From an optimization exercise on the open Yosys and OpenROAD flow, aimed at small area and a short achievable clock period; shortcuts taken in it are not production practice. The RTL was checked by simulation tests, not by an equivalence proof against the original design. No driver is modelled on the clock port, so clocking that relies on it looks cheaper here than on a real chip. Power figures rest on the tool's default switching activity, not on a simulated workload.

Design tdc_click_top, start of the top module:
module tdc_click_top #(
	parameter int WINDOW_CYCLES = 1000
) (
	input  logic        clk200_i,
	input  logic        gc_rst,
	input  logic        apb_psel_i,
	input  logic        apb_penable_i,
	input  logic        apb_pwrite_i,
	input  logic [7:0]  apb_paddr_i,
	input  logic [31:0] apb_pwdata_i,
	output logic [31:0] apb_prdata_o,
	output logic        apb_pready_o,
	output logic        apb_pslverr_o,
	input  logic        frame_i,
	input  logic        sdi_i,
	input  logic        pps_i,
	output logic        rec_valid_o,
	output logic [1:0]  rec_click_o,
	output logic [47:0] rec_gc_o,
	output logic [31:0] rec_tdc_o,
	output logic        count_valid_o
);
	localparam int CNT_W = $clog2(WINDOW_CYCLES / 8 + 2);
	logic        cfg_enable;
	logic        cfg_start;
	logic [2:0]  cfg_mode;
	logic [5:0]  cfg_index_bits;
	logic [5:0]  cfg_stop_bits;
	logic [13:0] cfg_tdc_shift;
	logic [31:0] cfg_gate0;
	logic [31:0] cfg_gate1;
	logic [CNT_W-1:0] cnt_total;
	logic [CNT_W-1:0] cnt_click0;
	logic [CNT_W-1:0] cnt_click1;
	logic             cnt_latched;
	logic        stop_valid;
	logic [31:0] word;
	logic        shift_wr;
	logic        click_pulse;
	logic        in_gate0;
	logic        in_gate1;
	logic        gc_running;
	apb_cfg_regs #(
		.CNT_W (CNT_W)
	) i_apb_regs (
		.clk200_i       (clk200_i),
		.gc_rst         (gc_rst),
		.apb_psel_i     (apb_psel_i),
		.apb_penable_i  (apb_penable_i),
		.apb_pwrite_i   (apb_pwrite_i),
		.apb_paddr_i    (apb_paddr_i),
		.apb_pwdata_i   (apb_pwdata_i),
		.apb_prdata_o   (apb_prdata_o),
		.apb_pready_o   (apb_pready_o),
		.apb_pslverr_o  (apb_pslverr_o),
		.cfg_enable     (cfg_enable),
		.cfg_start      (cfg_start),
		.cfg_mode       (cfg_mode),
		.cfg_index_bits (cfg_index_bits),
		.cfg_stop_bits  (cfg_stop_bits),
		.cfg_tdc_shift  (cfg_tdc_shift),
		.shift_wr       (shift_wr),
		.cfg_gate0      (cfg_gate0),
		.cfg_gate1      (cfg_gate1),
		.cnt_total      (cnt_total),
		.cnt_click0     (cnt_click0),
		.cnt_click1     (cnt_click1),
		.cnt_latched    (cnt_latched)
	);
	stop_frame_rx i_frame_rx (
		.clk200_i       (clk200_i),
		.gc_rst         (gc_rst),
		.frame_i        (frame_i),
		.sdi_i          (sdi_i),
		.cfg_enable     (cfg_enable),
		.cfg_index_bits (cfg_index_bits),
		.cfg_stop_bits  (cfg_stop_bits),
		.shift_i        (cfg_tdc_shift),
  ...
Size in the first run: about 260 flip-flops, about 16000 um^2 of cells after synthesis.
Settings: LEC_CHECK=0, CAP_MARGIN=20, CORE_MARGIN=2, CORE_UTILIZATION=40, SETUP_SLACK_MARGIN=4.0, SLEW_MARGIN=20; clock period 10.0 ns.
run.sh (not shown) runs the stock make flow with config.mk's settings and CLKGATE_MAP_FILE= SYNTH_SCRIPT=/design/flow/synth_recipe.tcl, a recipe that flattens the netlist after the stock synthesis.
Next try:
==> flow/flow/run.sh (new file) <==
#!/bin/bash
# layout flow: the standard flow with the smallest buffer on the ports and an
# area recovery step (flow/downsize.tcl) after clock tree synthesis
export BUFFER_PORTS_ARGS="-buffer_cell sky130_fd_sc_hd__buf_1"
export POST_CTS_TCL="$(pwd)/flow/downsize.tcl"
bash standard.sh > standard.log 2>&1
==> flow/flow/downsize.tcl (new file) <==
# area recovery after clock tree synthesis: give each logic cell the smallest
# drive strength of its kind that keeps the worst setup slack where it is;
# flip-flops, clock tree cells and tie/tap/fill cells are left alone
estimate_parasitics -placement
set ws0 [sta::worst_slack_cmd max]
set a0 [rsz::design_area]
set n 0
foreach inst [get_cells *] {
  set lc [get_property $inst ref_name]
  if {![regexp {^(sky130_fd_sc_hd__\w+?)_(\d+)$} $lc -> base sz]} continue
  if {[regexp {df|dl|clk|tap|fill|decap|conb|diode|lpflow|probe} $base]} continue
  set cands {}
  foreach s {0 1 2 4 6 8 12 16} {
    if {$s < $sz} {
      set c [get_lib_cells -quiet ${base}_$s]
      if {[llength $c]} { lappend cands $c }
    }
  }
  foreach c $cands {
    replace_cell $inst $c
    if {[sta::worst_slack_cmd max] >= $ws0 - 2e-12} {
      incr n
      break
    }
    replace_cell $inst [get_lib_cells $lc]
  }
}
puts "downsize: $n cells, worst slack [sta::worst_slack_cmd max] (was $ws0), area [rsz::design_area] (was $a0)"
==> flow/standard.sh (new file) <==
#!/bin/bash
# synth_recipe.tcl (not shown) runs the flow's synth.tcl, then flattens the netlist and writes it again
# the make line also repeats each setting of config.mk as NAME=value (left out here)
make -C /OpenROAD-flow-scripts/flow DESIGN_CONFIG=/design/flow/config.mk WORK_HOME=/design/flow/orfs CLKGATE_MAP_FILE= SYNTH_SCRIPT=/design/flow/synth_recipe.tcl "${@:-finish}"
CTS_BUF_LIST = sky130_fd_sc_hd__clkbuf_8   (was not set)
CTS_CLUSTER_DIAMETER = 60   (was not set)
CTS_CLUSTER_SIZE = 16   (was not set)
SETUP_SLACK_MARGIN = 4.5   (was 4.0)
removed: flow/run.sh
What happened: Via count rose by 0.88%; clock power goes down by 27%; utilization goes down by 2.0 points.

========
== run 1 ==
tdc_click_top again, from the RTL that the note above started with.
clock: 10.0 ns
lec_check: 0
cap_margin: 20
core_margin: 2
core_utilization: 40
cts_buf_list: sky130_fd_sc_hd__clkbuf_8
cts_cluster_diameter: 60
cts_cluster_size: 16
setup_slack_margin: 4.0
slew_margin: 20
standard.sh (not shown) runs the stock make flow with config.mk's settings and CLKGATE_MAP_FILE= SYNTH_SCRIPT=/design/flow/synth_recipe.tcl, a recipe that flattens the netlist after the stock synthesis.
==> flow/flow/run.sh <==
#!/bin/bash
# layout flow: the standard flow with the smallest buffer on the ports and an
# area recovery step (flow/downsize.tcl) after clock tree synthesis and after
# global routing
export BUFFER_PORTS_ARGS="-buffer_cell sky130_fd_sc_hd__buf_1"
export POST_CTS_TCL="$(pwd)/flow/post_cts.tcl"
export POST_GLOBAL_ROUTE_TCL="$(pwd)/flow/post_grt.tcl"
bash standard.sh > standard.log 2>&1
==> flow/flow/post_cts.tcl <==
# after clock tree synthesis and its timing repair
set ::downsize_parasitics -placement
set ::downsize_guard 0.3e-9
source [file join [file dirname [info script]] downsize.tcl]
==> flow/flow/post_grt.tcl <==
# after global routing and its timing repair: recover area again, reroute the
# nets whose cells changed and write the guides again for detailed routing
set ::downsize_parasitics -global_routing
set ::downsize_guard 0.3e-9
global_route -start_incremental
source [file join [file dirname [info script]] downsize.tcl]
global_route -end_incremental
estimate_parasitics -global_routing
write_guides $::env(RESULTS_DIR)/route.guide
Other scripts of this flow, unchanged in this note and not shown: flow/flow/downsize.tcl
--- input diff run 1..run 2 ---
- SETUP_SLACK_MARGIN changed from 4.0 to 4.5
- TNS_END_PERCENT newly set to 20
- CORE_UTILIZATION changed from 40 to 55
### Flow results
Cell area: higher on run 2. Delta (run 2 minus run 1): global-route usage increased 6.8 points; top-level I/O count barely changed.
> inputs changed (run 2 -> run 3)
- CORE_UTILIZATION: 55 -> 40
-- flow/flow/post_cts.tcl --
<<< run 2, line 3
set ::downsize_guard 0.3e-9
>>> run 3, line 3
set ::downsize_guard 0.15e-9
-- flow/flow/post_grt.tcl --
<<< run 2, line 4
set ::downsize_guard 0.3e-9
>>> run 3, line 4
set ::downsize_guard 0.15e-9
Notes after the runs:
- Proportion of power drawn by combinational gates delta (run 3 -> run 2): insignificant
- Area: run 3 vs run 2 -> run 3 larger
- Compare run 2 and run 3 | number of buffers other than clock buffers in the final layout higher: run 3
- | initial core utilization | run 3 vs run 2 | 15 points lower |
- Re flip-flop and latch count: no difference whatsoever between run 2 and run 3.
- Setup slack (higher): run 2
- The instance count on the critical path in run 3 was higher than what run 2 gave.
Input changes introduced in run 4 (baseline for comparison: run 3):
- a deleted TNS_END_PERCENT that had been 20
- a change of SETUP_SLACK_MARGIN from 4.5 to 5.0
-- flow/flow/post_cts.tcl --
<<< run 3, line 3
set ::downsize_guard 0.15e-9
>>> run 4, line 3
set ::downsize_guard 0.3e-9
-- flow/flow/post_grt.tcl --
<<< run 3, line 4
set ::downsize_guard 0.15e-9
>>> run 4, line 4
set ::downsize_guard 0.3e-9
Notes after the runs:
Run 3 ended with every stage complete and zero timing, DRC or antenna violations.
Run 4 finished all stages; the layout is clean.
From run 3 to run 4 the numbers moved as follows: count of multi-input combinational gates flat, maximum number of pins on one net before global-route repair down 3.
Against run 3, power in run 4 rose slightly.
Looking at uppermost layer routed, the met5 result is from run 3; the met4 one comes from run 4.
Remaining max-slew budget at the tightest pin: run 4 worse than run 3
[compare] base=run 3 new=run 4: worst hold margin level; post-synthesis adder-cell area fraction level.
Diff run 3 -> run 4: cell count grew by 3.2%, final cycle utilization of the critical path shrank by 0.21 points.
Summary of run 4 over run 3: count of standard-cell rows roughly the same, share of the core filled with cells higher.

port drivers added, routing unchanged:
In the flow no input, the clock included, has a driving cell. The finished layouts below were timed again as built, in two steps.
Step 1 sets driving cells, clkbuf_16 on the clock port and buf_2 on the other inputs (assumed; they add their load-dependent delay and slew).
Step 2 moves the port delays by t, midway between the first and last clock arrival at a register: inputs arrive t later, outputs are due t later. That takes back most of the time a late clock gives input paths.
Three values: ideal, step 1, step 2; two values: the first two.
| run | t (ns) | setup slack, ns | worst setup path after step 2 | latest minus earliest clock arrival (ns) |
|---|---|---|---|---|
| the first run of note 1 | 0.617 | 4.015 / 3.987 / 3.518 | input to register | 0.031 / 0.032 |
| the second run of note 1 | 0.678 | 4.475 / 4.436 / 3.971 | input to register | 0.063 / 0.063 |
| run 1 | 0.657 | 4.054 / 4.034 / 3.602 | input to register | 0.067 / 0.068 |
| run 2 | 0.654 | 4.474 / 4.451 / 3.969 | input to register | 0.036 / 0.036 |
| run 3 | 0.645 | 4.430 / 4.410 / 3.951 | input to register | 0.087 / 0.087 |
| run 4 | 0.653 | 4.451 / 4.416 / 3.978 | input to register | 0.065 / 0.065 |
After both steps every run listed still meets setup and hold. The setup slack of run 2, which loses most, moves by -0.023 ns with the drivers and by -0.505 ns with both steps.
